Context: an optimization exercise on an open-source flow, tuned for small area, a short achievable clock period and few clock cycles per item. The choices shown serve that exercise and are no tape-out recipe.
Only simulation tests tie the RTL to the original design; equivalence was not proved.

$ cat design/flow/design.v
package pdl_pkg;
   localparam logic [14:0] ONE14 = 15'd16384;
   localparam logic [15:0] SAT16 = 16'hFFFF;
   localparam logic [2:0] CSR_OBS_X   = 3'd0;
   localparam logic [2:0] CSR_OBS_Y   = 3'd1;
   localparam logic [2:0] CSR_OBS_Z   = 3'd2;
   localparam logic [2:0] CSR_KD      = 3'd3;
   localparam logic [2:0] CSR_KS      = 3'd4;
   localparam logic [2:0] CSR_SHINE   = 3'd5;
   localparam logic [2:0] CSR_SURFACE = 3'd6;
endpackage
module pdl_sqrt_steps #(parameter int K = 3)
(
   input  logic [24:0]    rem_i,
   input  logic [20:0]    root_i,
   input  logic [2*K-1:0] pairs,     
   output logic [24:0]    rem_o,
   output logic [20:0]    root_o
);
   always_comb begin
      logic [24:0] r, t;
      logic [20:0] s;
      r = rem_i;
      s = root_i;
      for (int k = 0; k < K; k++) begin
         r = {r[22:0], pairs[2*K-1-2*k -: 2]};
         t = {2'b00, s, 2'b01};
         if (r >= t) begin
            r = r - t;
            s = {s[19:0], 1'b1};
         end else begin
            s = {s[19:0], 1'b0};
         end
      end
      rem_o  = r;
      root_o = s;
   end
endmodule
module pdl_div_steps #(parameter int K = 3)
(
   input  logic [20:0] rem_i,
   input  logic        bit_i,     
   input  logic [20:0] len,
   input  logic [14:0] q_i,
   output logic [20:0] rem_o,
   output logic [14:0] q_o
);
   always_comb begin
      logic [21:0] sh;
      logic [20:0] r;
      logic [14:0] q;
      r = rem_i;
      q = q_i;
      for (int k = 0; k < K; k++) begin
         sh = {r, (k == 0) ? bit_i : 1'b0};
         if (sh >= {1'b0, len}) begin
            r = 21'(sh - {1'b0, len});
            q = {q[13:0], 1'b1};
         end else begin
            r = sh[20:0];
            q = {q[13:0], 1'b0};
         end
      end
      rem_o = r;
      q_o   = q;
   end
endmodule
module pdl_mul #(parameter int NA = 25, parameter int NB = 21)
(input logic signed [NA-1:0] a, input logic signed [NB-1:0] b, output logic signed [NA+NB-1:0] p);
   localparam int NG = (NB + 1) / 2;            
   localparam int W  = NA + NB;
   localparam int NR = NG + 2;                  
   localparam int MW = NA + 2;                  
   logic [NB+1:0] bxe;
   logic [W-1:0]  row [NR];
   logic [W-1:0]  cst;
   assign bxe = {b[NB-1], b, 1'b0};
   always_comb begin
      cst = '0;
      for (int i = 0; i < NG; i++) cst = cst - (W'(1) << (MW - 1 + 2*i));
   end
   always_comb begin
      row[NG]   = '0;
      row[NG+1] = cst;
      for (int i = 0; i < NG; i++) begin
         logic [2:0] g;
         logic [MW-1:0] m;
         logic neg;
         g = bxe[2*i +: 3];
         case (g)
            3'b001, 3'b010, 3'b101, 3'b110: m = MW'($signed(a));
            3'b011, 3'b100:                 m = MW'($signed(a)) << 1;
            default:                        m = '0;
         endcase
         neg = g[2] && (g != 3'b111);
         if (neg) m = ~m;
         m[MW-1] = ~m[MW-1];
         row[i] = W'(m) << (2*i);
         row[NG][2*i] = neg;
      end
   end
   always_comb begin
      logic [W-1:0] c1_0, c1_1, c1_2, c1_3, c2_0, c2_1, c2_2, c3_0, c3_1, c4_0, c5_0;
      logic [W-1:0] s1_0, s1_1, s1_2, s1_3, s2_0, s2_1, s2_2, s3_0, s3_1, s4_0, s5_0;
      s1_0 = row[0] ^ row[1] ^ row[2];
      c1_0 = ((row[0] & row[1]) | (row[0] & row[2]) | (row[1] & row[2])) << 1;
      s1_1 = row[3] ^ row[4] ^ row[5];
      c1_1 = ((row[3] & row[4]) | (row[3] & row[5]) | (row[4] & row[5])) << 1;
      s1_2 = row[6] ^ row[7] ^ row[8];
      c1_2 = ((row[6] & row[7]) | (row[6] & row[8]) | (row[7] & row[8])) << 1;
      s1_3 = row[9] ^ row[10] ^ row[11];
      c1_3 = ((row[9] & row[10]) | (row[9] & row[11]) | (row[10] & row[11])) << 1;
      s2_0 = s1_0 ^ c1_0 ^ s1_1;
      c2_0 = ((s1_0 & c1_0) | (s1_0 & s1_1) | (c1_0 & s1_1)) << 1;
      s2_1 = c1_1 ^ s1_2 ^ c1_2;
      c2_1 = ((c1_1 & s1_2) | (c1_1 & c1_2) | (s1_2 & c1_2)) << 1;
      s2_2 = s1_3 ^ c1_3 ^ row[12];
      c2_2 = ((s1_3 & c1_3) | (s1_3 & row[12]) | (c1_3 & row[12])) << 1;
      s3_0 = s2_0 ^ c2_0 ^ s2_1;
      c3_0 = ((s2_0 & c2_0) | (s2_0 & s2_1) | (c2_0 & s2_1)) << 1;
      s3_1 = c2_1 ^ s2_2 ^ c2_2;
      c3_1 = ((c2_1 & s2_2) | (c2_1 & c2_2) | (s2_2 & c2_2)) << 1;
      s4_0 = s3_0 ^ c3_0 ^ s3_1;
      c4_0 = ((s3_0 & c3_0) | (s3_0 & s3_1) | (c3_0 & s3_1)) << 1;
      s5_0 = s4_0 ^ c4_0 ^ c3_1;
      c5_0 = ((s4_0 & c4_0) | (s4_0 & c3_1) | (c4_0 & c3_1)) << 1;
      p = s5_0 + c5_0;
   end
endmodule
module phong_direct_lighting
(
   input  logic             clock,
   input  logic             reset,
   input  logic             req_valid,
   output logic             req_stall,
   input  logic [289:0]     req_data,
   output logic             rsp_valid,
   input  logic             rsp_stall,
   output logic [47:0]      rsp_data,
   input  logic             csr_valid,
   output logic             csr_ready,
   input  logic [2:0]       csr_index,
   input  logic [47:0]      csr_data
);
   localparam int KS     = 3;                   
   localparam int KD     = 3;                   
   localparam int RT_CYC = 21 / KS;
   localparam int DV_CYC = (15 + KD - 1) / KD;
   localparam logic [4:0] S_IDLE = 5'd0;
   localparam logic [4:0] S_LD   = 5'd1;    
   localparam logic [4:0] S_SQF  = 5'd2;    
   localparam logic [4:0] S_SH   = 5'd3;    
   localparam logic [4:0] S_SQ1  = 5'd4;
   localparam logic [4:0] S_SQ2  = 5'd5;
   localparam logic [4:0] S_RQ   = 5'd6;    
   localparam logic [4:0] S_WL   = 5'd7;    
   localparam logic [4:0] S_NL1  = 5'd8;
   localparam logic [4:0] S_NL2  = 5'd9;
   localparam logic [4:0] S_NLF  = 5'd10;
   localparam logic [4:0] S_RL   = 5'd12;   
   localparam logic [4:0] S_DF   = 5'd13;   
   localparam logic [4:0] S_WR   = 5'd14;   
   localparam logic [4:0] S_VR1  = 5'd15;
   localparam logic [4:0] S_VR2  = 5'd16;
   localparam logic [4:0] S_VRF  = 5'd17;
   localparam logic [4:0] S_PP   = 5'd18;   
   localparam logic [1:0] PH_L = 2'd0;
   localparam logic [1:0] PH_R = 2'd1;
   localparam logic [1:0] PH_V = 2'd2;
   localparam logic [2:0] T_IDLE = 3'd0;
   localparam logic [2:0] T_PW   = 3'd1;    
   localparam logic [2:0] T_KS   = 3'd2;    
   localparam logic [2:0] T_SP   = 3'd3;    
   localparam logic [2:0] T_FIN  = 3'd4;    
   localparam logic [1:0] RT_IDLE = 2'd0;
   localparam logic [1:0] RT_RUN  = 2'd1;
   localparam logic [1:0] RT_PEND = 2'd2;
   logic signed [31:0] pt [3];
   logic signed [31:0] lt [3];
   logic signed [15:0] nrm [3];
   logic [15:0]        rgb [3];
   logic               occluded, last_light;
   assign pt[0]      = req_data[289:258];
   assign pt[1]      = req_data[257:226];
   assign pt[2]      = req_data[225:194];
   assign nrm[0]     = req_data[193:178];
   assign nrm[1]     = req_data[177:162];
   assign nrm[2]     = req_data[161:146];
   assign lt[0]      = req_data[145:114];
   assign lt[1]      = req_data[113:82];
   assign lt[2]      = req_data[81:50];
   assign rgb[0]     = req_data[49:34];
   assign rgb[1]     = req_data[33:18];
   assign rgb[2]     = req_data[17:2];
   assign occluded   = req_data[1];
   assign last_light = req_data[0];
   logic [4:0]         state_ff;
   logic [1:0]         ph_ff;
   logic               bk_ff;          
   logic [1:0]         idx_ff;
   logic [1:0]         step_ff;
   logic [41:0]        acc_ff;         
   logic signed [17:0] ndl_ff;         
   logic [20:0]        t_ff;           
   logic signed [24:0] mul_a_ff;
   logic signed [20:0] mul_b_ff;
   logic               mul_neg_ff;
   logic [15:0]        sum_ff [3];
   logic               rsp_valid_ff;
   logic signed [31:0] obs_ff [3];
   logic [15:0]        kd_ff, ks_ff;
   logic [7:0]         shine_ff;
   logic [15:0]        surf_ff [3];
   logic               n_kill;         
   logic [2:0]         tu_st_ff;
   logic               tu_own_ff;      
   logic [14:0]        tu_p_ff, tu_vv_ff;
   logic [7:0]         tu_cnt_ff;
   logic [15:0]        tu_s_ff;
   logic [1:0]         tu_idx_ff;
   logic [15:0]        tu_rgb_ff [3];
   logic               tu_last_ff;
   logic [32:0]        a_ff [2][3];
   logic [2:0]         neg_ff [2];
   logic [14:0]        q_ff [2][3];
   logic [1:0]         pend_ff;
   logic [1:0]         rt_st_ff;
   logic [2:0]         rt_cnt_ff;
   logic [41:0]        rad_ff;
   logic [24:0]        srem_ff;
   logic [20:0]        len_ff;
   logic               rt_bk_ff;
   logic               dv_busy_ff;
   logic [2:0]         dv_cnt_ff;
   logic [20:0]        dlen_ff;
   logic [20:0]        drem_ff [3];    
   logic [2:0]         dbit_ff;        
   logic               dv_bk_ff;
   logic signed [45:0] prod;
   logic [41:0]        acc_in, acc_add;
   logic signed [17:0] dot_q14;
   logic               acc_first;
   pdl_mul #(.NA(25), .NB(21)) u_mul (
      .a (mul_a_ff),
      .b (mul_b_ff),
      .p (prod)
   );
   assign acc_in  = acc_first ? 42'd0 : acc_ff;
   assign acc_add = acc_in + (prod[41:0] ^ {42{mul_neg_ff}}) + {41'd0, mul_neg_ff};
   assign dot_q14 = acc_add[31:14];
   logic signed [32:0] ld_x, ld_y, ld_d;
   logic [32:0]        ld_mag;
   logic [1:0]         ld_i;
   always_comb begin
      ld_i = (state_ff == S_RL) ? idx_ff - 2'd1 :
             (state_ff == S_IDLE) ? 2'd0 : idx_ff;
      case ((state_ff == S_IDLE) ? PH_L : ph_ff)
         PH_L: begin
            ld_x = 33'(lt[ld_i]);
            ld_y = 33'(pt[ld_i]);
         end
         PH_V: begin
            ld_x = 33'(obs_ff[ld_i]);
            ld_y = 33'(pt[ld_i]);
         end
         default: begin
            ld_x = 33'($signed(t_ff));
            ld_y = neg_ff[0][ld_i] ? (33'sd0 - $signed({18'd0, q_ff[0][ld_i]}))
                                   : $signed({18'd0, q_ff[0][ld_i]});
         end
      endcase
      ld_d   = ld_x - ld_y;
      ld_mag = ld_d[32] ? (33'd0 - ld_d) : ld_d;
   end
   logic [24:0] srem_nx;
   logic [20:0] len_nx;
   logic        rt_zero;    
   logic [1:0]  rt_skip;    
   logic        rt_last;
   logic [2*KS-1:0] rt_pairs;
   assign rt_zero = (len_ff == 21'd0) && (srem_ff == 25'd0);
   always_comb begin
      rt_skip = 2'd0;
      if (rt_zero && rad_ff[41 -: 4*KS] == '0 && rt_cnt_ff < 3'(RT_CYC - 2))
         rt_skip = 2'd2;
      else if (rt_zero && rad_ff[41 -: 2*KS] == '0 && rt_cnt_ff < 3'(RT_CYC - 1))
         rt_skip = 2'd1;
      case (rt_skip)
         2'd2:    rt_pairs = rad_ff[41 - 4*KS -: 2*KS];
         2'd1:    rt_pairs = rad_ff[41 - 2*KS -: 2*KS];
         default: rt_pairs = rad_ff[41 -: 2*KS];
      endcase
   end
   assign rt_last = (rt_st_ff == RT_RUN) &&
                    ((rt_cnt_ff + 3'(rt_skip)) == 3'(RT_CYC - 1));
   pdl_sqrt_steps #(.K(KS)) u_sqrt (
      .rem_i  (srem_ff),
      .root_i (len_ff),
      .pairs  (rt_pairs),
      .rem_o  (srem_nx),
      .root_o (len_nx)
   );
   logic [20:0] drem [3];
   logic [14:0] dq [3];
   logic [14:0] qc [3];
   logic        dv_last;
   assign dv_last = (dv_cnt_ff == 3'(DV_CYC - 1));
   for (genvar i = 0; i < 3; i++) begin : g_div
      pdl_div_steps #(.K(KD)) u_div (
         .rem_i (drem_ff[i]),
         .bit_i (dbit_ff[i]),
         .len   (dlen_ff),
         .q_i   (q_ff[dv_bk_ff][i]),
         .rem_o (drem[i]),
         .q_o   (dq[i])
      );
      assign qc[i] = (dlen_ff == 21'd0) ? 15'd0
                   : ((dq[i] > pdl_pkg::ONE14) ? pdl_pkg::ONE14 : dq[i]);
   end
   function automatic logic [15:0] sat_add(input logic [15:0] acc,
                                           input logic [27:0] val);
      logic [28:0] t;
      t = {13'd0, acc} + {1'b0, val};
      sat_add = (t > 29'(pdl_pkg::SAT16)) ? pdl_pkg::SAT16 : t[15:0];
   endfunction
   logic [15:0] sum_add;
   assign sum_add = sat_add(sum_ff[tu_own_ff ? tu_idx_ff : idx_ff], prod[39:12]);
   logic        wide;       
   logic        start;      
   logic        fin;        
   logic        fin_ok;     
   logic        df_ok;      
   logic        tu_busy;
   logic        tu_go;      
   logic        main_ld;    
   logic        accept;
   logic [14:0] vv;
   logic [14:0] p_nx;
   logic        rt_go;      
   logic [41:0] rt_src;
   logic        dv_go;      
   logic [20:0] dv_len;
   logic [4:0]  after_sq;   
   assign wide      = (a_ff[bk_ff][0][32:20] | a_ff[bk_ff][1][32:20] |
                       a_ff[bk_ff][2][32:20]) != 13'd0;
   assign start     = (state_ff == S_IDLE) && req_valid && !rsp_valid_ff;
   assign tu_busy   = (tu_st_ff != T_IDLE);
   assign fin_ok    = !last_light || (!tu_busy && !rsp_valid_ff);
   assign df_ok     = !(tu_busy && tu_last_ff) && !rsp_valid_ff;
   assign fin       = (start && occluded && fin_ok) ||
                      (state_ff == S_PP && ((ndl_ff > 18'sd0) ? !tu_busy : fin_ok));
   assign tu_go     = (state_ff == S_PP) && (ndl_ff > 18'sd0) && accept;
   assign req_stall = !fin || csr_valid;
   assign accept    = req_valid && !req_stall;
   assign csr_ready = 1'b1;
   assign rsp_valid = rsp_valid_ff;
   assign rsp_data  = {sum_ff[0], sum_ff[1], sum_ff[2]};
   assign n_kill    = csr_valid && (state_ff != S_IDLE);
   assign vv        = (ndl_ff > 18'sd16384) ? pdl_pkg::ONE14 : ndl_ff[14:0];
   assign p_nx      = prod[28:14];
   logic [2:0]  nt_st;
   logic [14:0] nt_p;
   logic [7:0]  nt_cnt;
   logic [15:0] nt_s;
   logic [1:0]  nt_idx;
   logic        tu_sum_we;
   logic        tu_want, tu_issue;
   always_comb begin
      nt_st     = tu_st_ff;
      nt_p      = tu_p_ff;
      nt_cnt    = tu_cnt_ff;
      nt_s      = tu_s_ff;
      nt_idx    = tu_idx_ff;
      tu_sum_we = 1'b0;
      if (tu_own_ff) begin
         case (tu_st_ff)
            T_PW: begin
               nt_p   = p_nx;
               nt_cnt = tu_cnt_ff - 8'd1;
               if (p_nx == 15'd0)          nt_st = T_FIN;
               else if (tu_cnt_ff == 8'd1) nt_st = T_KS;
            end
            T_KS: begin
               nt_s   = prod[29:14];
               nt_idx = 2'd0;
               nt_st  = T_SP;
            end
            T_SP: begin
               tu_sum_we = 1'b1;
               nt_idx    = tu_idx_ff + 2'd1;
               if (tu_idx_ff == 2'd2) nt_st = T_FIN;
            end
            default: ;
         endcase
      end
      tu_want  = (nt_st == T_PW) || (nt_st == T_KS) || (nt_st == T_SP && !rsp_valid_ff);
      tu_issue = tu_want && !main_ld;
   end
   always_comb begin
      main_ld = 1'b0;
      case (state_ff)
         S_IDLE:  main_ld = start && !occluded;
         S_LD:    main_ld = 1'b1;
         S_SH:    main_ld = !wide;
         S_SQ1:   main_ld = 1'b1;
         S_SQ2:   main_ld = 1'b1;
         S_WL:    main_ld = !pend_ff[0];
         S_NL1:   main_ld = 1'b1;
         S_NL2:   main_ld = 1'b1;
         S_NLF:   main_ld = 1'b1;
         S_RL:    main_ld = 1'b1;
         S_DF:    main_ld = (step_ff == 2'd0) ? df_ok :
                            (step_ff == 2'd3) ? (idx_ff != 2'd2) : 1'b1;
         S_WR:    main_ld = (pend_ff == 2'b00);
         S_VR1:   main_ld = 1'b1;
         S_VR2:   main_ld = 1'b1;
         default: main_ld = 1'b0;
      endcase
   end
   assign rt_go  = (rt_st_ff == RT_IDLE) &&
                   (((state_ff == S_SQF) && !wide) || (state_ff == S_RQ));
   assign rt_src = (state_ff == S_SQF) ? acc_add : acc_ff;
   always_comb begin
      dv_go  = 1'b0;
      dv_len = len_ff;
      if (!dv_busy_ff) begin
         if (rt_last) begin
            dv_go  = 1'b1;
            dv_len = len_nx;
         end else if (rt_st_ff == RT_PEND) begin
            dv_go  = 1'b1;
         end
      end
   end
   always_comb begin
      case (ph_ff)
         PH_L:    after_sq = S_LD;
         PH_V:    after_sq = S_WL;
         default: after_sq = (ndl_ff > 18'sd0) ? S_DF : S_WR;
      endcase
   end
   always_comb begin
      acc_first = 1'b0;
      case (state_ff)
         S_LD:   acc_first = (idx_ff == 2'd1);
         S_SQ1:  acc_first = 1'b1;
         S_NL1:  acc_first = 1'b1;
         S_VR1:  acc_first = 1'b1;
         S_RL:   acc_first = (idx_ff == 2'd3);
         default: ;
      endcase
   end
   always_ff @(posedge clock) begin
      if (reset) begin
         state_ff     <= S_IDLE;
         rsp_valid_ff <= 1'b0;
         rt_st_ff     <= RT_IDLE;
         dv_busy_ff   <= 1'b0;
         pend_ff      <= 2'b00;
         tu_st_ff     <= T_IDLE;
         tu_own_ff    <= 1'b0;
         for (int i = 0; i < 3; i++) begin
            sum_ff[i]  <= 16'd0;
            obs_ff[i]  <= 32'sd0;
            surf_ff[i] <= 16'd0;
         end
         kd_ff    <= 16'd0;
         ks_ff    <= 16'd0;
         shine_ff <= 8'd1;
      end else begin
         if (csr_valid) begin
            case (csr_index)
               pdl_pkg::CSR_OBS_X:   obs_ff[0] <= csr_data[31:0];
               pdl_pkg::CSR_OBS_Y:   obs_ff[1] <= csr_data[31:0];
               pdl_pkg::CSR_OBS_Z:   obs_ff[2] <= csr_data[31:0];
               pdl_pkg::CSR_KD:      kd_ff     <= csr_data[15:0];
               pdl_pkg::CSR_KS:      ks_ff     <= csr_data[15:0];
               pdl_pkg::CSR_SHINE:   shine_ff  <= csr_data[7:0];
               pdl_pkg::CSR_SURFACE: begin
                  surf_ff[0] <= csr_data[47:32];
                  surf_ff[1] <= csr_data[31:16];
                  surf_ff[2] <= csr_data[15:0];
               end
               default: ;
            endcase
         end
         if (rsp_valid_ff && !rsp_stall) begin
            rsp_valid_ff <= 1'b0;
            for (int i = 0; i < 3; i++) sum_ff[i] <= 16'd0;
         end
         case (rt_st_ff)
            RT_IDLE: if (rt_go) rt_st_ff <= RT_RUN;
            RT_RUN:  if (rt_last) rt_st_ff <= dv_go ? RT_IDLE : RT_PEND;
            default: if (dv_go) rt_st_ff <= RT_IDLE;
         endcase
         if (rt_go) pend_ff[bk_ff] <= 1'b1;
         if (dv_go) begin
            dv_busy_ff <= 1'b1;
         end else if (dv_busy_ff && dv_last) begin
            dv_busy_ff        <= 1'b0;
            pend_ff[dv_bk_ff] <= 1'b0;
         end
         case (state_ff)
            S_IDLE: begin
               ph_ff  <= PH_L;
               bk_ff  <= 1'b0;
               idx_ff <= 2'd1;
               if (start) begin
                  if (occluded) begin
                     if (accept && last_light) rsp_valid_ff <= 1'b1;
                  end else begin
                     state_ff <= S_LD;
                  end
               end
            end
            S_LD: begin
               idx_ff <= idx_ff + 2'd1;
               if (idx_ff == 2'd2) state_ff <= S_SQF;
            end
            S_SQF: begin
               idx_ff  <= 2'd0;
               step_ff <= 2'd0;
               if (wide) state_ff <= S_SH;
               else if (rt_go) begin
                  state_ff <= after_sq;
                  if (ph_ff == PH_L) begin
                     ph_ff <= PH_V;
                     bk_ff <= 1'b1;
                  end
               end else state_ff <= S_RQ;
            end
            S_RQ: begin
               if (rt_go) begin
                  state_ff <= after_sq;
                  if (ph_ff == PH_L) begin
                     ph_ff <= PH_V;
                     bk_ff <= 1'b1;
                  end
               end
            end
            S_SH:  if (!wide) state_ff <= S_SQ1;
            S_SQ1: state_ff <= S_SQ2;
            S_SQ2: state_ff <= S_SQF;
            S_WL:  if (!pend_ff[0]) state_ff <= S_NL1;
            S_NL1: state_ff <= S_NL2;
            S_NL2: state_ff <= S_NLF;
            S_NLF: begin
               ndl_ff   <= dot_q14;
               ph_ff    <= PH_R;
               bk_ff    <= 1'b0;
               idx_ff   <= 2'd0;
               state_ff <= S_RL;
            end
            S_RL: begin
               idx_ff <= idx_ff + 2'd1;
               if (idx_ff == 2'd3) state_ff <= S_SQ2;
            end
            S_DF: begin
               if (step_ff != 2'd0 || df_ok) step_ff <= step_ff + 2'd1;
               if (step_ff == 2'd3) begin
                  sum_ff[idx_ff] <= sum_add;
                  step_ff <= 2'd1;
                  idx_ff  <= idx_ff + 2'd1;
                  if (idx_ff == 2'd2) state_ff <= S_WR;
               end
            end
            S_WR:  if (pend_ff == 2'b00) state_ff <= S_VR1;
            S_VR1: state_ff <= S_VR2;
            S_VR2: state_ff <= S_VRF;
            S_VRF: begin
               ndl_ff   <= dot_q14;
               state_ff <= S_PP;
            end
            S_PP: begin
               if (accept) begin
                  if (ndl_ff <= 18'sd0 && last_light) rsp_valid_ff <= 1'b1;
                  state_ff <= S_IDLE;
               end
            end
            default: state_ff <= S_IDLE;
         endcase
         tu_own_ff <= tu_issue;
         if (tu_sum_we) sum_ff[tu_idx_ff] <= sum_add;
         if (nt_st == T_FIN) begin
            if (!tu_last_ff) begin
               tu_st_ff <= T_IDLE;
            end else if (!rsp_valid_ff) begin
               rsp_valid_ff <= 1'b1;
               tu_st_ff     <= T_IDLE;
            end else begin
               tu_st_ff <= T_FIN;
            end
         end else begin
            tu_st_ff <= nt_st;
         end
         if (tu_go) begin
            tu_st_ff <= (shine_ff <= 8'd1) ? T_KS : T_PW;
         end
         if (n_kill) begin
            state_ff   <= S_IDLE;
            rt_st_ff   <= RT_IDLE;
            dv_busy_ff <= 1'b0;
            pend_ff    <= 2'b00;
            tu_st_ff   <= T_IDLE;
            tu_own_ff  <= 1'b0;
            for (int i = 0; i < 3; i++) sum_ff[i] <= 16'd0;
         end
      end
   end
   always_ff @(posedge clock) begin
      if (rt_go) begin
         rad_ff    <= rt_src;
         rt_bk_ff  <= bk_ff;
         srem_ff   <= 25'd0;
         len_ff    <= 21'd0;
         rt_cnt_ff <= 3'd0;
      end else if (rt_st_ff == RT_RUN) begin
         rad_ff    <= (rt_skip == 2'd2) ? (rad_ff << (6 * KS)) :
                      (rt_skip == 2'd1) ? (rad_ff << (4 * KS)) : (rad_ff << (2 * KS));
         srem_ff   <= srem_nx;
         len_ff    <= len_nx;
         rt_cnt_ff <= rt_cnt_ff + 3'(rt_skip) + 3'd1;
      end
      if (dv_go) begin
         dlen_ff   <= dv_len;
         dv_bk_ff  <= rt_bk_ff;
         dv_cnt_ff <= 3'd0;
         for (int i = 0; i < 3; i++) begin
            drem_ff[i] <= {1'b0, a_ff[rt_bk_ff][i][20:1]};
            dbit_ff[i] <= a_ff[rt_bk_ff][i][0];
         end
      end else if (dv_busy_ff) begin
         dv_cnt_ff <= dv_cnt_ff + 3'd1;
         for (int i = 0; i < 3; i++) begin
            drem_ff[i]              <= drem[i];
            dbit_ff[i]              <= 1'b0;
            q_ff[dv_bk_ff][i]       <= dv_last ? qc[i] : dq[i];
         end
      end
      case (state_ff)
         S_IDLE: begin
            a_ff[0][0]   <= ld_mag;
            neg_ff[0][0] <= ld_d[32];
         end
         S_LD: begin
            a_ff[bk_ff][idx_ff]   <= ld_mag;
            neg_ff[bk_ff][idx_ff] <= ld_d[32];
            if (idx_ff != 2'd0) acc_ff <= acc_add;
         end
         S_SH: begin
            if (wide) begin
               for (int i = 0; i < 3; i++) a_ff[bk_ff][i] <= a_ff[bk_ff][i] >> 1;
            end
         end
         S_SQF, S_SQ1, S_SQ2, S_NL1, S_NL2, S_NLF, S_VR1, S_VR2: begin
            acc_ff <= acc_add;
         end
         S_RL: begin
            t_ff <= prod[33:13];
            if (idx_ff != 2'd0) begin
               a_ff[0][ld_i]   <= ld_mag;
               neg_ff[0][ld_i] <= ld_d[32];
            end
            if (idx_ff == 2'd3) acc_ff <= acc_add;
         end
         default: ;
      endcase
      if (main_ld) begin
         mul_neg_ff <= 1'b0;
         case (state_ff)
            S_IDLE, S_LD: begin
               mul_a_ff <= $signed({5'd0, ld_mag[19:0]});
               mul_b_ff <= $signed({1'b0, ld_mag[19:0]});
            end
            S_SH: begin
               mul_a_ff <= $signed({5'd0, a_ff[bk_ff][0][19:0]});
               mul_b_ff <= $signed({1'b0, a_ff[bk_ff][0][19:0]});
            end
            S_SQ1: begin
               mul_a_ff <= $signed({5'd0, a_ff[bk_ff][1][19:0]});
               mul_b_ff <= $signed({1'b0, a_ff[bk_ff][1][19:0]});
            end
            S_SQ2: begin
               mul_a_ff <= $signed({5'd0, a_ff[bk_ff][2][19:0]});
               mul_b_ff <= $signed({1'b0, a_ff[bk_ff][2][19:0]});
            end
            S_WL: begin
               mul_a_ff   <= 25'(nrm[0]);
               mul_b_ff   <= $signed({6'd0, q_ff[0][0]});
               mul_neg_ff <= neg_ff[0][0];
            end
            S_NL1: begin
               mul_a_ff   <= 25'(nrm[1]);
               mul_b_ff   <= $signed({6'd0, q_ff[0][1]});
               mul_neg_ff <= neg_ff[0][1];
            end
            S_NL2: begin
               mul_a_ff   <= 25'(nrm[2]);
               mul_b_ff   <= $signed({6'd0, q_ff[0][2]});
               mul_neg_ff <= neg_ff[0][2];
            end
            S_NLF: begin
               mul_a_ff <= 25'(nrm[0]);
               mul_b_ff <= 21'($signed(dot_q14));
            end
            S_RL: begin
               case (idx_ff)
                  2'd0: begin
                     mul_a_ff <= 25'(nrm[1]);
                     mul_b_ff <= 21'(ndl_ff);
                  end
                  2'd1: begin
                     mul_a_ff <= 25'(nrm[2]);
                     mul_b_ff <= 21'(ndl_ff);
                  end
                  2'd2: begin
                     mul_a_ff <= $signed({5'd0, a_ff[0][0][19:0]});
                     mul_b_ff <= $signed({1'b0, a_ff[0][0][19:0]});
                  end
                  default: begin
                     mul_a_ff <= $signed({5'd0, a_ff[0][1][19:0]});
                     mul_b_ff <= $signed({1'b0, a_ff[0][1][19:0]});
                  end
               endcase
            end
            S_DF: begin
               case (step_ff)
                  2'd1: begin
                     mul_a_ff <= $signed({5'd0, prod[31:12]});
                     mul_b_ff <= 21'(ndl_ff);
                  end
                  2'd2: begin
                     mul_a_ff <= $signed({2'd0, prod[36:14]});
                     mul_b_ff <= $signed({5'd0, rgb[idx_ff]});
                  end
                  default: begin
                     mul_a_ff <= $signed({9'd0, kd_ff});
                     mul_b_ff <= $signed({5'd0, surf_ff[(step_ff == 2'd0) ? idx_ff :
                                                      ((idx_ff == 2'd0) ? 2'd1 : 2'd2)]});
                  end
               endcase
            end
            S_WR: begin
               mul_a_ff   <= $signed({10'd0, q_ff[1][0]});
               mul_b_ff   <= $signed({6'd0, q_ff[0][0]});
               mul_neg_ff <= neg_ff[1][0] ^ neg_ff[0][0];
            end
            S_VR1: begin
               mul_a_ff   <= $signed({10'd0, q_ff[1][1]});
               mul_b_ff   <= $signed({6'd0, q_ff[0][1]});
               mul_neg_ff <= neg_ff[1][1] ^ neg_ff[0][1];
            end
            S_VR2: begin
               mul_a_ff   <= $signed({10'd0, q_ff[1][2]});
               mul_b_ff   <= $signed({6'd0, q_ff[0][2]});
               mul_neg_ff <= neg_ff[1][2] ^ neg_ff[0][2];
            end
            default: ;
         endcase
      end else if (tu_issue) begin
         mul_neg_ff <= 1'b0;
         case (nt_st)
            T_PW: begin
               mul_a_ff <= $signed({10'd0, nt_p});
               mul_b_ff <= $signed({6'd0, tu_vv_ff});
            end
            T_KS: begin
               mul_a_ff <= $signed({9'd0, ks_ff});
               mul_b_ff <= $signed({6'd0, nt_p});
            end
            default: begin
               mul_a_ff <= $signed({9'd0, nt_s});
               mul_b_ff <= $signed({5'd0, tu_rgb_ff[nt_idx]});
            end
         endcase
      end
      tu_p_ff   <= nt_p;
      tu_cnt_ff <= nt_cnt;
      tu_s_ff   <= nt_s;
      tu_idx_ff <= nt_idx;
      if (tu_go) begin
         tu_vv_ff   <= vv;
         tu_p_ff    <= (shine_ff == 8'd0) ? pdl_pkg::ONE14 : vv;
         tu_cnt_ff  <= shine_ff - 8'd1;
         tu_last_ff <= last_light;
         for (int i = 0; i < 3; i++) tu_rgb_ff[i] <= rgb[i];
      end
   end
endmodule
$ cat design/flow/constraint.sdc
create_clock -name core_clock -period 12.0 [get_ports {clock}]
set_input_delay 2.4000 -clock core_clock [delete_from_list [all_inputs] [get_ports {clock}]]
set_output_delay 2.4000 -clock core_clock [all_outputs]
set_load 0.01 [all_outputs]
$ cat design/flow/config.mk
export PLATFORM = sky130hd
export DESIGN_NAME = phong_direct_lighting
export DESIGN_NICKNAME = phong_direct_lighting
export VERILOG_FILES = /design/flow/design.v
export SDC_FILE = /design/flow/constraint.sdc
export NUM_CORES = 4
export LEC_CHECK = 0
export ABC_AREA = 1
export CAP_MARGIN = 20
export CORE_MARGIN = 2
export CORE_UTILIZATION = 40
export SLEW_MARGIN = 20
$ cat design/flow/run.sh
#!/bin/bash
# synth_recipe.tcl (not shown) runs the flow's synth.tcl, then flattens the netlist and writes it again
# the make line also repeats each setting of config.mk as NAME=value (left out here)
make -C /OpenROAD-flow-scripts/flow DESIGN_CONFIG=/design/flow/config.mk WORK_HOME=/design/flow/orfs CLKGATE_MAP_FILE= SYNTH_SCRIPT=/design/flow/synth_recipe.tcl finish
==> run notes, run 1 <==
Ports=397; final WL=364000 µm; fmax=slightly above 0.09 GHz; worst skew pair latency=0.82 ns; Core ar.=207000 µm²; GP Congestion=1.03; Initial DRT Pass Iterations=6; DP Area=90200 µm²; Synth top area share=0.230; Resized Gates After CTS=0; Clock Root Buffer=clkbuf_16; share of layout cells above drive strength 1=0.0536; Critical Path AT=11.17 ns; count of final max-slew check failures=0; Reg area=26000 µm²; DR WL/cell=26.0 µm; syn avg cell area=7.60 µm²; EDFF count, synth=640; # nets final=about 12000; crit path max fanout=21; global-route total usage across every layer=0.331; # DRC=0; area delta synth->final=12.7%; largest net degree at the start of global routing=134; Die Area=212000 µm²; clk_skew=about 0.074 ns; area leader, netlist=edfxtp_1; fill count=between 20000 and 25000; sequential cell area fraction in the yosys report=0.312; worst reg2reg startpoint=dlen_ff[0]; minimum clock period=10.70 ns; IO Port Bufs=395; first-pass GRT wire length=around 520000 µm; slowest stage delay, CP=0.61 ns; Initial Utilization=0.403; Total Neg Setup Slack=0 ns; Worst Setup SP=dlen_ff[0]; # rows=167; yosys warns=25; Num CTS Buffers=110; final core occ=0.454; final hold vios=0; vias in the first global route=77948; Setup Buffers After CTS=0; total grt overflow=0; CP max-delay cell=clkinv_1; cell mode on critical path=nand2_1; RSZ-0062 raised after global routing=no; met3 Use GR=0.0611; CTS tree=done; ys async rst share=0; element type at the critical path end=flip-flop; met2 global-route usage=0.516; R2R Path End=drem_ff[2][7]; dpl hpwl=282000 µm; Detailed Route Iter0 Violations=10367; Reg2Reg Depth=55; Max transition margin=0.149; Worst Setup EP=drem_ff[2][7]; buffer and inverter count on the worst path=10; stages on the worst setup path=55; min-delay worst type=reg2reg; Die H=around 460 µm; die width=461 µm; Via density=between 5 and 6; Worst R2R Setup Slack=1.30 ns; clk sinks=979; via count of the routed design=slightly above 80000; post-synthesis register bit count=979; cell family with most CP delay=simple AND/OR/NAND/NOR gates; Setup crit start kind=flip-flop; Data required, critical path=around 12 ns; Post-Syn Area=83500 µm²; initial antenna violation count=19; gr busiest metal=met2; hold_buf cts=0; Final setup viols=0; met1 Usage GRT=0.426; design area=roughly 94000 µm²; largest buffer count on any clock path=3; Final ANT Viol Nets=0; Max Cap Viol=0; status=finished clean; Tcrit/Tclk final=0.892; H-tree level count=3; Synth Instances=between 10000 and 15000; post-synth cell types=just over 90; Reg clk slew, reported paths=0.06 ns; Worst-Margin Slew=1.27 ns; multi-input gate area in the final layout=50400 µm²; WS Path Type=reg2reg; net count after synthesis=12078; Primary FF master, synth=edfxtp_1; cells taking the most area after synthesis=edfxtp_1 (23%), nand2_1 (9.6%), dfxtp_1 (8.1%)
-- cells in the final DEF (no fill, tap or decap), types with 92 or more instances in the layout --
| cell type | netlist | final |
|---|---|---|
| o21ai_0 | 877 | 871 |
| xnor2_1 | 191 | 191 |
| nand3_1 | 363 | 363 |
| buf_4 | 11 | 189 |
| nand4_1 | 132 | 132 |
| a22o_1 | 92 | 92 |
| xor2_1 | 498 | 498 |
| ha_1 | 535 | 531 |
| fa_1 | 220 | 220 |
| nor2_1 | 1040 | 1024 |
| a21oi_1 | 711 | 711 |
| o22ai_1 | 395 | 395 |
| edfxtp_1 | 640 | 640 |
| dfxtp_1 | 339 | 339 |
| clkdlybuf4s50_1 | 0 | 395 |
| clkbuf_16 | 0 | 111 |
| nand2_1 | 2139 | 2134 |
| inv_1 | 1267 | 1263 |
-- per-layer routing --
metal,wire length (µm),part of all wire
met1,144000,0.40
met2,162000,0.44
met3,32800,0.090
met4,25200,0.069
met5,80,0.00022
-- sequential cells by signal (all words and copies together), names as in the netlist, 48 cells and up --
| register | flops |
|---|---|
| a_ff | 198 |
| obs_ff | 96 |
| q_ff | 90 |
| sum_ff | 64 |
| drem_ff | 63 |
| surf_ff | 48 |
| tu_rgb_ff | 48 |
-- synth_stat cells (29+ instances only) --
cell,count
o31ai_1,31
a31oi_1,43
nand2_1,2139
a211oi_1,35
nand4_1,132
o211ai_1,76
inv_2,32
xnor2_1,191
nand2_2,30
clkbuf_1,478
o21ai_1,47
nor3_1,90
a21oi_1,711
dfxtp_1,339
edfxtp_1,640
nor4_1,42
a22o_1,92
mux2i_1,57
fa_1,220
inv_1,1267
nand3_1,363
o221ai_1,58
or2_2,33
ha_1,535
a32oi_1,39
o22ai_1,395
nor2_1,1040
o21ai_0,877
a221oi_1,88
buf_1,29
xor2_1,498
-- through the flow --
stage          setup WS, ns  hold WS (ns)  std cells
2_1_floorplan          3.64         0.424      10977
3_3_place_gp           1.49         0.439      13794
3_5_place_dp           1.36         0.447      13795
4_1_cts                1.36         0.459      14003
5_1_grt               0.514         0.468      14005
6_report               1.30         0.463      14012
-- layout make-up --
cell class / count / share of cell area
Inverter: 1317 / 0.0527
Clock inverter: 55 / 0.00702
Sequential cell: 979 / 0.276
Tap cell: 2788 / 0.0371
Timing Repair Buffer: 587 / 0.0577
Clock buffer: 153 / 0.0333
Multi-Input combinational cell: 8125 / 0.536
Antenna cell: 8 / 0.000213
-- worst min-delay path by stage --
stage                            from     endpoint  slack, ns  cells after the start
after floorplan              rt_bk_ff     dv_bk_ff       0.42                      0
after global placement    srem_ff[24]  srem_ff[24]       0.44                      2
after detailed placement  srem_ff[24]  srem_ff[24]       0.45                      2
after CTS                 srem_ff[24]  srem_ff[24]       0.46                      2
after global routing      srem_ff[24]  srem_ff[24]       0.47                      2
final                     srem_ff[24]  srem_ff[24]       0.46                      2
-- tightest hold or removal path, delay by kind of cell (launching register included) --
family / cells / cell delay (ns)
simple gates: 2 / 0.11
flops: 1 / 0.31
-- cell families after synthesis --
logic type	synth area share
adder cells (fa/ha/maj)	0.133
multiplexers	0.00684
AND/OR/NAND/NOR	0.197
AO/OA/AOI/OAI	0.191
other	0.0000449
buffers and inverters	0.0867
flip-flops	0.312
XOR/XNOR	0.0737
Testbench counts, summed over its fixed seeds: cycles 84,190, lights 2,304.
==> run 2, diff against run 1 <==
--- a/design/flow/design.v
+++ b/design/flow/design.v
@@ -164,4 +164,2 @@
    localparam logic [4:0] S_VR2  = 5'd16;
-   localparam logic [4:0] S_VRF  = 5'd17;
-   localparam logic [4:0] S_PP   = 5'd18;   
    localparam logic [1:0] PH_L = 2'd0;
@@ -169,2 +167,3 @@
    localparam logic [1:0] PH_V = 2'd2;
+   localparam logic [1:0] PH_LW = 2'd3;    
    localparam logic [2:0] T_IDLE = 3'd0;
@@ -174,2 +173,4 @@
    localparam logic [2:0] T_FIN  = 3'd4;    
+   localparam logic [2:0] T_VR   = 3'd5;    
+   localparam logic [2:0] T_DEC  = 3'd6;    
    localparam logic [1:0] RT_IDLE = 2'd0;
@@ -204,3 +205,3 @@
    logic [20:0]        t_ff;           
-   logic signed [24:0] mul_a_ff;
+   logic signed [23:0] mul_a_ff;
    logic signed [20:0] mul_b_ff;
@@ -214,2 +215,7 @@
    logic               n_kill;         
+   logic               taken_ff;       
+   logic               lwide_ff;       
+   logic signed [15:0] nrm_s_ff [3];   
+   logic [15:0]        rgb_s_ff [3];
+   logic               last_s_ff;
    logic [2:0]         tu_st_ff;
@@ -238,3 +244,3 @@
    logic               dv_bk_ff;
-   logic signed [45:0] prod;
+   logic signed [44:0] prod;
    logic [41:0]        acc_in, acc_add;
@@ -242,3 +248,3 @@
    logic               acc_first;
-   pdl_mul #(.NA(25), .NB(21)) u_mul (
+   pdl_mul #(.NA(24), .NB(21)) u_mul (
       .a (mul_a_ff),
@@ -334,2 +340,3 @@
    logic        tu_go;      
+   logic        take;       
    logic        main_ld;    
@@ -345,3 +352,3 @@
                        a_ff[bk_ff][2][32:20]) != 13'd0;
-   assign start     = (state_ff == S_IDLE) && req_valid && !rsp_valid_ff;
+   assign start     = (state_ff == S_IDLE) && req_valid;
    assign tu_busy   = (tu_st_ff != T_IDLE);
@@ -349,5 +356,5 @@
    assign df_ok     = !(tu_busy && tu_last_ff) && !rsp_valid_ff;
-   assign fin       = (start && occluded && fin_ok) ||
-                      (state_ff == S_PP && ((ndl_ff > 18'sd0) ? !tu_busy : fin_ok));
-   assign tu_go     = (state_ff == S_PP) && (ndl_ff > 18'sd0) && accept;
+   assign take      = (state_ff == S_LD) && (ph_ff == PH_V) && (idx_ff == 2'd2);
+   assign fin       = (start && occluded && fin_ok) || take;
+   assign tu_go     = (state_ff == S_VR2);
    assign req_stall = !fin || csr_valid;
@@ -357,3 +364,3 @@
    assign rsp_data  = {sum_ff[0], sum_ff[1], sum_ff[2]};
-   assign n_kill    = csr_valid && (state_ff != S_IDLE);
+   assign n_kill    = csr_valid && (state_ff != S_IDLE) && !taken_ff;
    assign vv        = (ndl_ff > 18'sd16384) ? pdl_pkg::ONE14 : ndl_ff[14:0];
@@ -374,3 +381,9 @@
       tu_sum_we = 1'b0;
-      if (tu_own_ff) begin
+      if (tu_st_ff == T_VR) begin
+         nt_st = T_DEC;
+      end else if (tu_st_ff == T_DEC) begin
+         nt_p   = (shine_ff == 8'd0) ? pdl_pkg::ONE14 : vv;
+         nt_cnt = shine_ff - 8'd1;
+         nt_st  = (ndl_ff <= 18'sd0) ? T_FIN : (shine_ff <= 8'd1) ? T_KS : T_PW;
+      end else if (tu_own_ff) begin
          case (tu_st_ff)
@@ -413,3 +426,3 @@
                             (step_ff == 2'd3) ? (idx_ff != 2'd2) : 1'b1;
-         S_WR:    main_ld = (pend_ff == 2'b00);
+         S_WR:    main_ld = (pend_ff == 2'b00) && !tu_busy;
          S_VR1:   main_ld = 1'b1;
@@ -437,3 +450,4 @@
          PH_L:    after_sq = S_LD;
-         PH_V:    after_sq = S_WL;
+         PH_V:    after_sq = lwide_ff ? S_SH : S_WL;
+         PH_LW:   after_sq = S_WL;
          default: after_sq = (ndl_ff > 18'sd0) ? S_DF : S_WR;
@@ -461,2 +475,3 @@
          tu_own_ff    <= 1'b0;
+         taken_ff     <= 1'b0;
          for (int i = 0; i < 3; i++) begin
@@ -504,5 +519,6 @@
             S_IDLE: begin
-               ph_ff  <= PH_L;
-               bk_ff  <= 1'b0;
-               idx_ff <= 2'd1;
+               ph_ff    <= PH_L;
+               bk_ff    <= 1'b0;
+               idx_ff   <= 2'd1;
+               lwide_ff <= 1'b0;
                if (start) begin
@@ -522,3 +538,8 @@
                step_ff <= 2'd0;
-               if (wide) state_ff <= S_SH;
+               if (wide && ph_ff == PH_L) begin
+                  lwide_ff <= 1'b1;
+                  ph_ff    <= PH_V;
+                  bk_ff    <= 1'b1;
+                  state_ff <= S_LD;
+               end else if (wide) state_ff <= S_SH;
                else if (rt_go) begin
@@ -529,2 +550,6 @@
                   end
+                  if (ph_ff == PH_V && lwide_ff) begin
+                     ph_ff <= PH_LW;
+                     bk_ff <= 1'b0;
+                  end
                end else state_ff <= S_RQ;
@@ -538,2 +563,6 @@
                   end
+                  if (ph_ff == PH_V && lwide_ff) begin
+                     ph_ff <= PH_LW;
+                     bk_ff <= 1'b0;
+                  end
                end
@@ -566,15 +595,5 @@
             end
-            S_WR:  if (pend_ff == 2'b00) state_ff <= S_VR1;
+            S_WR:  if (pend_ff == 2'b00 && !tu_busy) state_ff <= S_VR1;
             S_VR1: state_ff <= S_VR2;
-            S_VR2: state_ff <= S_VRF;
-            S_VRF: begin
-               ndl_ff   <= dot_q14;
-               state_ff <= S_PP;
-            end
-            S_PP: begin
-               if (accept) begin
-                  if (ndl_ff <= 18'sd0 && last_light) rsp_valid_ff <= 1'b1;
-                  state_ff <= S_IDLE;
-               end
-            end
+            S_VR2: state_ff <= S_IDLE;
             default: state_ff <= S_IDLE;
@@ -595,5 +614,6 @@
          end
-         if (tu_go) begin
-            tu_st_ff <= (shine_ff <= 8'd1) ? T_KS : T_PW;
-         end
+         if (tu_st_ff == T_VR) ndl_ff <= dot_q14;
+         if (tu_go) tu_st_ff <= T_VR;
+         if (take && accept) taken_ff <= 1'b1;
+         if (state_ff == S_VR2) taken_ff <= 1'b0;
          if (n_kill) begin
@@ -603,5 +623,2 @@
             pend_ff    <= 2'b00;
-            tu_st_ff   <= T_IDLE;
-            tu_own_ff  <= 1'b0;
-            for (int i = 0; i < 3; i++) sum_ff[i] <= 16'd0;
          end
@@ -671,3 +688,3 @@
             S_IDLE, S_LD: begin
-               mul_a_ff <= $signed({5'd0, ld_mag[19:0]});
+               mul_a_ff <= $signed({4'd0, ld_mag[19:0]});
                mul_b_ff <= $signed({1'b0, ld_mag[19:0]});
@@ -675,3 +692,3 @@
             S_SH: begin
-               mul_a_ff <= $signed({5'd0, a_ff[bk_ff][0][19:0]});
+               mul_a_ff <= $signed({4'd0, a_ff[bk_ff][0][19:0]});
                mul_b_ff <= $signed({1'b0, a_ff[bk_ff][0][19:0]});
@@ -679,3 +696,3 @@
             S_SQ1: begin
-               mul_a_ff <= $signed({5'd0, a_ff[bk_ff][1][19:0]});
+               mul_a_ff <= $signed({4'd0, a_ff[bk_ff][1][19:0]});
                mul_b_ff <= $signed({1'b0, a_ff[bk_ff][1][19:0]});
@@ -683,3 +700,3 @@
             S_SQ2: begin
-               mul_a_ff <= $signed({5'd0, a_ff[bk_ff][2][19:0]});
+               mul_a_ff <= $signed({4'd0, a_ff[bk_ff][2][19:0]});
                mul_b_ff <= $signed({1'b0, a_ff[bk_ff][2][19:0]});
@@ -687,3 +704,3 @@
             S_WL: begin
-               mul_a_ff   <= 25'(nrm[0]);
+               mul_a_ff   <= 24'(nrm_s_ff[0]);
                mul_b_ff   <= $signed({6'd0, q_ff[0][0]});
@@ -692,3 +709,3 @@
             S_NL1: begin
-               mul_a_ff   <= 25'(nrm[1]);
+               mul_a_ff   <= 24'(nrm_s_ff[1]);
                mul_b_ff   <= $signed({6'd0, q_ff[0][1]});
@@ -697,3 +714,3 @@
             S_NL2: begin
-               mul_a_ff   <= 25'(nrm[2]);
+               mul_a_ff   <= 24'(nrm_s_ff[2]);
                mul_b_ff   <= $signed({6'd0, q_ff[0][2]});
@@ -702,3 +719,3 @@
             S_NLF: begin
-               mul_a_ff <= 25'(nrm[0]);
+               mul_a_ff <= 24'(nrm_s_ff[0]);
                mul_b_ff <= 21'($signed(dot_q14));
@@ -708,3 +725,3 @@
                   2'd0: begin
-                     mul_a_ff <= 25'(nrm[1]);
+                     mul_a_ff <= 24'(nrm_s_ff[1]);
                      mul_b_ff <= 21'(ndl_ff);
@@ -712,3 +729,3 @@
                   2'd1: begin
-                     mul_a_ff <= 25'(nrm[2]);
+                     mul_a_ff <= 24'(nrm_s_ff[2]);
                      mul_b_ff <= 21'(ndl_ff);
@@ -716,3 +733,3 @@
                   2'd2: begin
-                     mul_a_ff <= $signed({5'd0, a_ff[0][0][19:0]});
+                     mul_a_ff <= $signed({4'd0, a_ff[0][0][19:0]});
                      mul_b_ff <= $signed({1'b0, a_ff[0][0][19:0]});
@@ -720,3 +737,3 @@
                   default: begin
-                     mul_a_ff <= $signed({5'd0, a_ff[0][1][19:0]});
+                     mul_a_ff <= $signed({4'd0, a_ff[0][1][19:0]});
                      mul_b_ff <= $signed({1'b0, a_ff[0][1][19:0]});
@@ -728,3 +745,3 @@
                   2'd1: begin
-                     mul_a_ff <= $signed({5'd0, prod[31:12]});
+                     mul_a_ff <= $signed({4'd0, prod[31:12]});
                      mul_b_ff <= 21'(ndl_ff);
@@ -732,7 +749,7 @@
                   2'd2: begin
-                     mul_a_ff <= $signed({2'd0, prod[36:14]});
-                     mul_b_ff <= $signed({5'd0, rgb[idx_ff]});
+                     mul_a_ff <= $signed({1'd0, prod[36:14]});
+                     mul_b_ff <= $signed({5'd0, rgb_s_ff[idx_ff]});
                   end
                   default: begin
-                     mul_a_ff <= $signed({9'd0, kd_ff});
+                     mul_a_ff <= $signed({8'd0, kd_ff});
                      mul_b_ff <= $signed({5'd0, surf_ff[(step_ff == 2'd0) ? idx_ff :
@@ -743,3 +760,3 @@
             S_WR: begin
-               mul_a_ff   <= $signed({10'd0, q_ff[1][0]});
+               mul_a_ff   <= $signed({9'd0, q_ff[1][0]});
                mul_b_ff   <= $signed({6'd0, q_ff[0][0]});
@@ -748,3 +765,3 @@
             S_VR1: begin
-               mul_a_ff   <= $signed({10'd0, q_ff[1][1]});
+               mul_a_ff   <= $signed({9'd0, q_ff[1][1]});
                mul_b_ff   <= $signed({6'd0, q_ff[0][1]});
@@ -753,3 +770,3 @@
             S_VR2: begin
-               mul_a_ff   <= $signed({10'd0, q_ff[1][2]});
+               mul_a_ff   <= $signed({9'd0, q_ff[1][2]});
                mul_b_ff   <= $signed({6'd0, q_ff[0][2]});
@@ -763,7 +780,7 @@
             T_PW: begin
-               mul_a_ff <= $signed({10'd0, nt_p});
-               mul_b_ff <= $signed({6'd0, tu_vv_ff});
+               mul_a_ff <= $signed({9'd0, nt_p});
+               mul_b_ff <= $signed({6'd0, (tu_st_ff == T_DEC) ? vv : tu_vv_ff});
             end
             T_KS: begin
-               mul_a_ff <= $signed({9'd0, ks_ff});
+               mul_a_ff <= $signed({8'd0, ks_ff});
                mul_b_ff <= $signed({6'd0, nt_p});
@@ -771,3 +788,3 @@
             default: begin
-               mul_a_ff <= $signed({9'd0, nt_s});
+               mul_a_ff <= $signed({8'd0, nt_s});
                mul_b_ff <= $signed({5'd0, tu_rgb_ff[nt_idx]});
@@ -780,8 +797,13 @@
       tu_idx_ff <= nt_idx;
+      if (tu_st_ff == T_DEC) tu_vv_ff <= vv;
+      if (take && accept) begin
+         for (int i = 0; i < 3; i++) begin
+            nrm_s_ff[i] <= nrm[i];
+            rgb_s_ff[i] <= rgb[i];
+         end
+         last_s_ff <= last_light;
+      end
       if (tu_go) begin
-         tu_vv_ff   <= vv;
-         tu_p_ff    <= (shine_ff == 8'd0) ? pdl_pkg::ONE14 : vv;
-         tu_cnt_ff  <= shine_ff - 8'd1;
-         tu_last_ff <= last_light;
-         for (int i = 0; i < 3; i++) tu_rgb_ff[i] <= rgb[i];
+         tu_last_ff <= last_s_ff;
+         for (int i = 0; i < 3; i++) tu_rgb_ff[i] <= rgb_s_ff[i];
       end
--- a/design/flow/config.mk
+++ b/design/flow/config.mk
@@ -11,2 +11,3 @@
 export CORE_UTILIZATION = 40
+export SETUP_SLACK_MARGIN = 2.5
 export SLEW_MARGIN = 20
==> run 2 against run 1 <==
  * Count of clock-buffer cells in the layout increased by 19
  * Register-to-register slack better by 1.4 ns
  * Critical path depth is 23 lower
  * Synthesized area rose by 3.9%
  * Final area grew 6.3%
  * Clock skew down 0.036 ns
  * Flip-flop and latch count up 99
  * Sequential share of layout area rose by 1.7 points
  * Non-clock buffer count up 114
==> run notes, run 2 <==
final core occ=0.465 (+0.0112); Total Neg Setup Slack=0 ns (unchanged); net count after synthesis=12208 (+1.1%); Max Cap Viol=0 (unchanged); # DRC=0 (unchanged); Synth top area share=0.267 (+0.0367); Hold Crit Start=last_s_ff; final hold vios=0 (unchanged); Regs by FF count=a_ff x198, obs_ff x96, q_ff x90; first-pass GRT wire length=570000 µm (+8.9%); commonest non-fill, non-tap cell in the layout=nand2_1; Max transition margin=0.124 (-0.0243); cell family with most CP delay=adder cells; global-route total usage across every layer=0.349 (+0.0185); Data required, critical path=12.64 ns (+0.18 ns); WS Path Type=reg2reg; sequential cell area fraction in the yosys report=0.338 (+0.0262); H-tree level count=4 (+1); crit path max fanout=12 (-43%); cells taking the most area after synthesis=edfxtp_1 (27%), nand2_1 (9.4%), ha_1 (7.7%); post-synthesis register bit count=1078 (+10%); yosys warns=29 (+16%); Die Area=221000 µm² (+3.9%); Finished Layout Cells=14385 (+2.7%); hold_buf cts=0 (unchanged); Final ANT Viol Nets=0 (unchanged); Commonest cells post-synth=nand2_1 (2162), inv_1 (1278), nor2_1 (1024), o21ai_0 (991), edfxtp_1 (771); cell mode on critical path=fa_1; clk sinks=1078 (+10%); count leader, synth=nand2_1; Worst Setup SP=mul_b_ff[5]; Synth Instances=11113 (+1.2%); Die H=470 µm (+1.9%); worst reg2reg startpoint=mul_b_ff[5]; DR WL/cell=27.9 µm (+7.4%); clk_skew=0.0385 ns (-0.0359 ns); IO Port Bufs=395 (unchanged); final WL=401000 µm (+10%); largest buffer count on any clock path=3 (unchanged); EDFF count, synth=771 (+20%); fmax=0.107 GHz (+15%); initial antenna violation count=35 (+16); minimum clock period=9.34 ns (-1.36 ns); Post-Syn Area=86700 µm² (+3.9%); share of layout cells above drive strength 1=0.0752 (+0.0216); area delta synth->final=15.3%; vias in the first global route=81529 (+4.6%); post-synth cell types=93 (+1.1%); area leader, netlist=edfxtp_1; status=finished clean; slowest stage delay, CP=0.60 ns (about the same); pre-CTS WS=1.55 ns (+0.183 ns); CP max-delay cell=fa_1; Final setup viols=0 (unchanged); total grt overflow=0 (unchanged); Primary FF master, synth=edfxtp_1; Detailed Route Iter0 Violations=11446 (+10%); placed cells=14020 (+1.6%); Via density=5.96 (+1.3%); dpl hpwl=308000 µm (+9.0%); GP Congestion=1.04 (+1.4%); Ports=397 (unchanged); Core ar.=215000 µm² (+3.7%); Num CTS Buffers=132 (+20%); Biggest register=a_ff; worst skew pair latency=0.84 ns (+0.02 ns); buffer and inverter count on the worst path=6 (-4); min-delay worst type=reg2reg; Critical Path AT=9.98 ns (-1.19 ns); Worst-Margin Slew=1.30 ns (+0.0271 ns); RSZ-0062 raised after global routing=yes; max reg flops=198 (unchanged); syn avg cell area=7.80 µm² (+2.7%); count of final max-slew check failures=0 (unchanged); commonest cells after routing, fill and taps aside=nand2_1 (2147), inv_1 (1259), nor2_1 (986), o21ai_0 (963), edfxtp_1 (771); largest net degree at the start of global routing=105 (-22%); # nets final=12516 (+2.4%); Tcrit/Tclk final=0.778 (-0.114); ys async rst share=0 (unchanged); Final WS setup=2.66 ns (+1.36 ns); Initial DRT Pass Iterations=6 (unchanged); die width=470 µm (+1.9%); via count of the routed design=85777 (+4.0%); fill count=21340 (+2.1%); Worst R2R Setup Slack=2.66 ns (+1.36 ns); Reg clk slew, reported paths=0.06 ns (about the same); element type at the critical path end=flip-flop; Initial Utilization=0.403 (+0.000699); Clock Root Buffer=clkbuf_16; # rows=170 (+1.8%); CTS tree=done; Setup crit start kind=flip-flop
## run 2: layout make-up
| type | count | area [µm²] | share of cell area |
|---|---|---|---|
| well taps | 2838 | 3550 | 0.0355 |
| clock buffers | 172 | 3590 | 0.0359 |
| multi-input cells | 8179 | 51100 | 0.511 |
| inverters | 1320 | 5020 | 0.0502 |
| repair buffers | 701 | 6570 | 0.0657 |
| clock inverters | 71 | 736 | 0.00736 |
| repair inverters | 9 | 65.1 | 0.000650 |
| flip-flops and latches | 1078 | 29300 | 0.293 |
| diodes | 17 | 42.5 | 0.000425 |
## run 2: per-stage QoR
step	area [µm²]	hold WS (ns)
6_report	100000	0.433
5_1_grt	100000	0.437
4_1_cts	98800	0.428
3_5_place_dp	93900	0.426
3_3_place_gp	93900	0.403
2_1_floorplan	86700	0.400
## run 2: final timing paths
| path | endpoint | cells after the start |
|---|---|---|
| max | mul_b_ff[14] | 32 |
| min | tu_last_ff | 0 |
| max reg2reg | mul_b_ff[14] | 32 |
| min reg2reg | tu_last_ff | 0 |
## run 2: cells by family (layout without fill, tap and decap cells)
group	after synthesis	after routing	share of synthesized area
muxes	75	78	0.00880
and+or+nand+nor	3974	3976	0.191
xor gates and xnor gates	672	672	0.0685
AOI/OAI and AO/OA	2703	2703	0.184
adders and majority gates	749	749	0.127
buffers and inverters	1861	2273	0.0827
DFF	1078	1078	0.338
other	1	18	0.0000432
## run 2: per-layer routing
layer  share of wire  track usage  vias to the layer above
met5         0.00016            0                        -
met4           0.062        0.187                        8
met3            0.11       0.0737                      897
met2            0.43        0.526                     4946
li1                -            -                    38582
met1            0.40        0.469                    41344
## run 2: what timing repair did
action | 4_1_cts | 5_1_grt
buffers inserted | 32 | 55
pin swaps | 6 | 17
gates cloned | 5 | 10
setup endpoints to repair | 218 | 328
resized for setup | 40 | 158
Testbench counts of run 2, summed over its fixed seeds: cycles 80,759, lights 2,304.
==> run 3, diff against run 2 <==
--- a/design/flow/design.v
+++ b/design/flow/design.v
@@ -241,2 +241,3 @@
    logic [20:0]        dlen_ff;
+   logic               dlen_zero_ff;   
    logic [20:0]        drem_ff [3];    
@@ -322,4 +323,3 @@
       );
-      assign qc[i] = (dlen_ff == 21'd0) ? 15'd0
-                   : ((dq[i] > pdl_pkg::ONE14) ? pdl_pkg::ONE14 : dq[i]);
+      assign qc[i] = dlen_zero_ff ? 15'd0 : dq[i];
    end
@@ -641,3 +641,4 @@
       if (dv_go) begin
-         dlen_ff   <= dv_len;
+         dlen_ff      <= dv_len;
+         dlen_zero_ff <= (dv_len == 21'd0);
          dv_bk_ff  <= rt_bk_ff;
--- a/design/flow/config.mk
+++ b/design/flow/config.mk
@@ -11,3 +11,3 @@
 export CORE_UTILIZATION = 40
-export SETUP_SLACK_MARGIN = 2.5
+export SETUP_SLACK_MARGIN = 4.0
 export SLEW_MARGIN = 20
==> run 3 against run 2 <==
  * Critical path type unchanged
  * Non-clock buffer count increased by 344
  * Die area decreased by 0.89%
  * Largest cell class unchanged
==> run notes, run 3 <==
Reg area=29300 µm² (+0.12%); WS Path Type=reg2reg; Final setup viols=0 (unchanged); Biggest register=a_ff; final WL=385000 µm (-4.0%); met2 global-route usage=0.509 (-0.0171); R2R Path End=sum_ff[2][6]; crit path max fanout=20 (+8); fill count=20087 (-5.9%); post-synthesis register bit count=1079 (+0.093%); Final ANT Viol Nets=0 (unchanged); share of layout cells above drive strength 1=0.165 (+0.0896); Synth Instances=11031 (-0.74%); worst reg2reg startpoint=mul_a_ff[18]; clk sinks=1079 (+0.093%); max reg flops=198 (unchanged); multi-input gate area in the final layout=55300 µm² (+8.0%); cell mode on critical path=fa_1; syn avg cell area=7.79 µm² (-0.16%); DR WL/cell=26.3 µm (-5.6%); Worst Setup SP=mul_a_ff[18]; stages on the worst setup path=38 (+19%); yosys warns=29 (unchanged); commonest non-fill, non-tap cell in the layout=nand2_1; sequential cell area fraction in the yosys report=0.341 (+0.00340); Initial DRT Pass Iterations=9 (+3); Critical Path AT=9.14 ns (-0.84 ns); gr busiest metal=met2; # nets final=12784 (+2.1%); largest net degree at the start of global routing=144 (+37%); Die H=468 µm (-0.44%); GP Congestion=1.02 (-2.2%); first-pass GRT wire length=544000 µm (-4.5%); Post-Syn Area=86000 µm² (-0.89%); dpl hpwl=281000 µm (-8.7%); IO Port Bufs=395 (unchanged); placed cells=13927 (-0.66%); Reg clk slew, reported paths=0.06 ns (about the same); clk_skew=0.0729 ns (+0.0344 ns); worst skew pair latency=0.85 ns (about the same); # rows=170 (unchanged); DP Area=93200 µm² (-0.81%); slowest stage delay, CP=0.68 ns (+0.08 ns); RSZ-0062 raised after global routing=yes; area delta synth->final=25.8%; hold_buf cts=0 (unchanged); Primary FF master, synth=edfxtp_1; post-synth cell types=86 (-7.5%); element type at the critical path end=flip-flop; Data required, critical path=12.58 ns (-0.06 ns); cells taking the most area after synthesis=edfxtp_1 (27%), nand2_1 (9.0%), ha_1 (7.8%); Finished Layout Cells=14636 (+1.7%); # DRC=0 (unchanged); Reg2Reg Depth=38 (+19%); count leader, synth=nand2_1; Ports=397 (unchanged); die width=468 µm (-0.44%); Initial Utilization=0.401 (-0.00202); Detailed Route Iter0 Violations=10965 (-4.2%); ys async rst share=0 (unchanged); Worst-Margin Slew=1.28 ns (-0.0203 ns); cell family with most CP delay=adder cells; H-tree level count=3 (-1); fmax=0.117 GHz (+9.1%); min-delay worst type=reg2reg; area leader, netlist=edfxtp_1; Tcrit/Tclk final=0.713 (-0.0651); met1 Usage GRT=0.455 (-0.0138); CP max-delay cell=inv_1; Num CTS Buffers=120 (-9.1%); Commonest cells post-synth=nand2_1 (2071), inv_1 (1279), o21ai_0 (1086), nor2_1 (1035), edfxtp_1 (772); design area=108000 µm² (+8.1%); EDFF count, synth=772 (+0.13%); Worst R2R Setup Slack=3.44 ns (+0.78 ns); Core ar.=214000 µm² (-0.40%); vias in the first global route=80541 (-1.2%); Setup crit start kind=flip-flop; Synth top area share=0.270 (+0.00276); status=finished clean; commonest cells after routing, fill and taps aside=nand2_1 (1880), inv_1 (1191), nor2_1 (965), o21ai_0 (922), edfxtp_1 (772); final core occ=0.505 (+0.0396); minimum clock period=8.56 ns (-0.781 ns); initial antenna violation count=18 (-49%); net count after synthesis=12127 (-0.66%); Max Cap Viol=0 (unchanged); CTS tree=done; largest buffer count on any clock path=3 (unchanged); Via density=5.92 (-0.71%); Regs by FF count=a_ff x198, obs_ff x96, q_ff x90; Max transition margin=0.145 (+0.0205); met3 Use GR=0.0668 (-0.00691); final hold vios=0 (unchanged); Worst Setup EP=sum_ff[2][6]; count of final max-slew check failures=0 (unchanged); Die Area=219000 µm² (-0.89%); buffer and inverter count on the worst path=9 (+3); global-route total usage across every layer=0.335 (-0.0145); via count of the routed design=86652 (+1.0%); Total Neg Setup Slack=0 ns (unchanged); total grt overflow=0 (unchanged); Clock Root Buffer=clkbuf_16
run 3: changes by cell type after synthesis, moves of 13 or more:
cell | previous run | this run
nand2_1 | 2162 | 2071
a221oi_1 | 54 | 36
a22o_1 | 102 | 116
o22ai_1 | 417 | 401
nand3_1 | 343 | 390
o32ai_1 | 0 | 27
a41oi_1 | 2 | 16
o221ai_1 | 60 | 36
a32oi_1 | 25 | 2
xnor2_1 | 161 | 174
nand4_1 | 177 | 106
o21ai_0 | 991 | 1086
buf_2 | 26 | 41
run 3: layout make-up:
type | instances | area share
Timing Repair Buffer | 1045 | 0.0961
Multi-Input combinational cell | 8095 | 0.511
Antenna cell | 7 | 0.000162
Clock inverter | 73 | 0.00849
Timing Repair inverter | 18 | 0.00174
Clock buffer | 152 | 0.0296
Sequential cell | 1079 | 0.271
Inverter | 1329 | 0.0486
Tap cell | 2838 | 0.0328
run 3: metal layers:
metal | share of wire | wire length (µm) | vias to the layer above
met3 | 0.11 | 41600 | 890
met2 | 0.43 | 167000 | 5145
met5 | 0.00015 | 58 | -
li1 | - | - | 38839
met1 | 0.40 | 155000 | 41770
met4 | 0.058 | 22200 | 8
run 3: worst min-delay path by stage:
stage	startpoint	to	slack (ns)	cells past startpoint
2_1_floorplan	last_s_ff	tu_last_ff	0.40	0
3_3_place_gp	last_s_ff	tu_last_ff	0.40	0
3_5_place_dp	last_s_ff	tu_last_ff	0.41	0
4_1_cts	last_s_ff	tu_last_ff	0.42	0
5_1_grt	last_s_ff	tu_last_ff	0.44	0
6_report	last_s_ff	tu_last_ff	0.42	0
run 3: timing repair:
| item | 4_1_cts | 5_1_grt |
|---|---|---|
| pin swaps | 151 | 279 |
| resized for setup | 636 | 888 |
| endpoints found under the hold margin | 0 | 0 |
| gates cloned | 29 | 24 |
| endpoints found under the setup margin | 521 | 489 |
| buffers inserted | 220 | 203 |
run 3: cell families after synthesis:
group / share of synthesized area
AOI/OAI and AO/OA: 0.186
xor gates and xnor gates: 0.0701
adders and majority gates: 0.128
buffers and inverters: 0.0829
DFF: 0.341
muxes: 0.00738
other: 0.0000436
and+or+nand+nor: 0.185
run 3: stage by stage:
stage	setup slack, ns	hold slack, ns
floorplan	4.00	0.400
global placement	1.86	0.405
detailed placement	1.80	0.406
CTS	3.53	0.421
global route	3.11	0.437
finish	3.44	0.425
Testbench counts of run 3, summed over its fixed seeds: cycles 80,759, lights 2,304.

separate check: timing with driven ports:
The flow's constraints put no driver on any port. The routed layouts listed below were extracted and timed again, unchanged, in two steps.
Step 1 assumes that a clkbuf_16 drives the clock port and a buf_2 every other input.
Step 2 also shifts input and output timing later by t, the mid clock arrival at the registers, as if the neighbouring blocks saw the same clock.
Slacks: ideal / step 1 / step 2; pairs: ideal / step 1.
run	t (ns)	setup WS [ns]	worst data-port slew with drivers (ns)
run 1	0.878	1.297 / 1.297 / 1.297	0.07
run 2	0.924	2.660 / 2.660 / 2.660	0.22
run 3	0.909	3.441 / 3.441 / 3.441	0.16
After both steps every run listed still meets setup and hold.
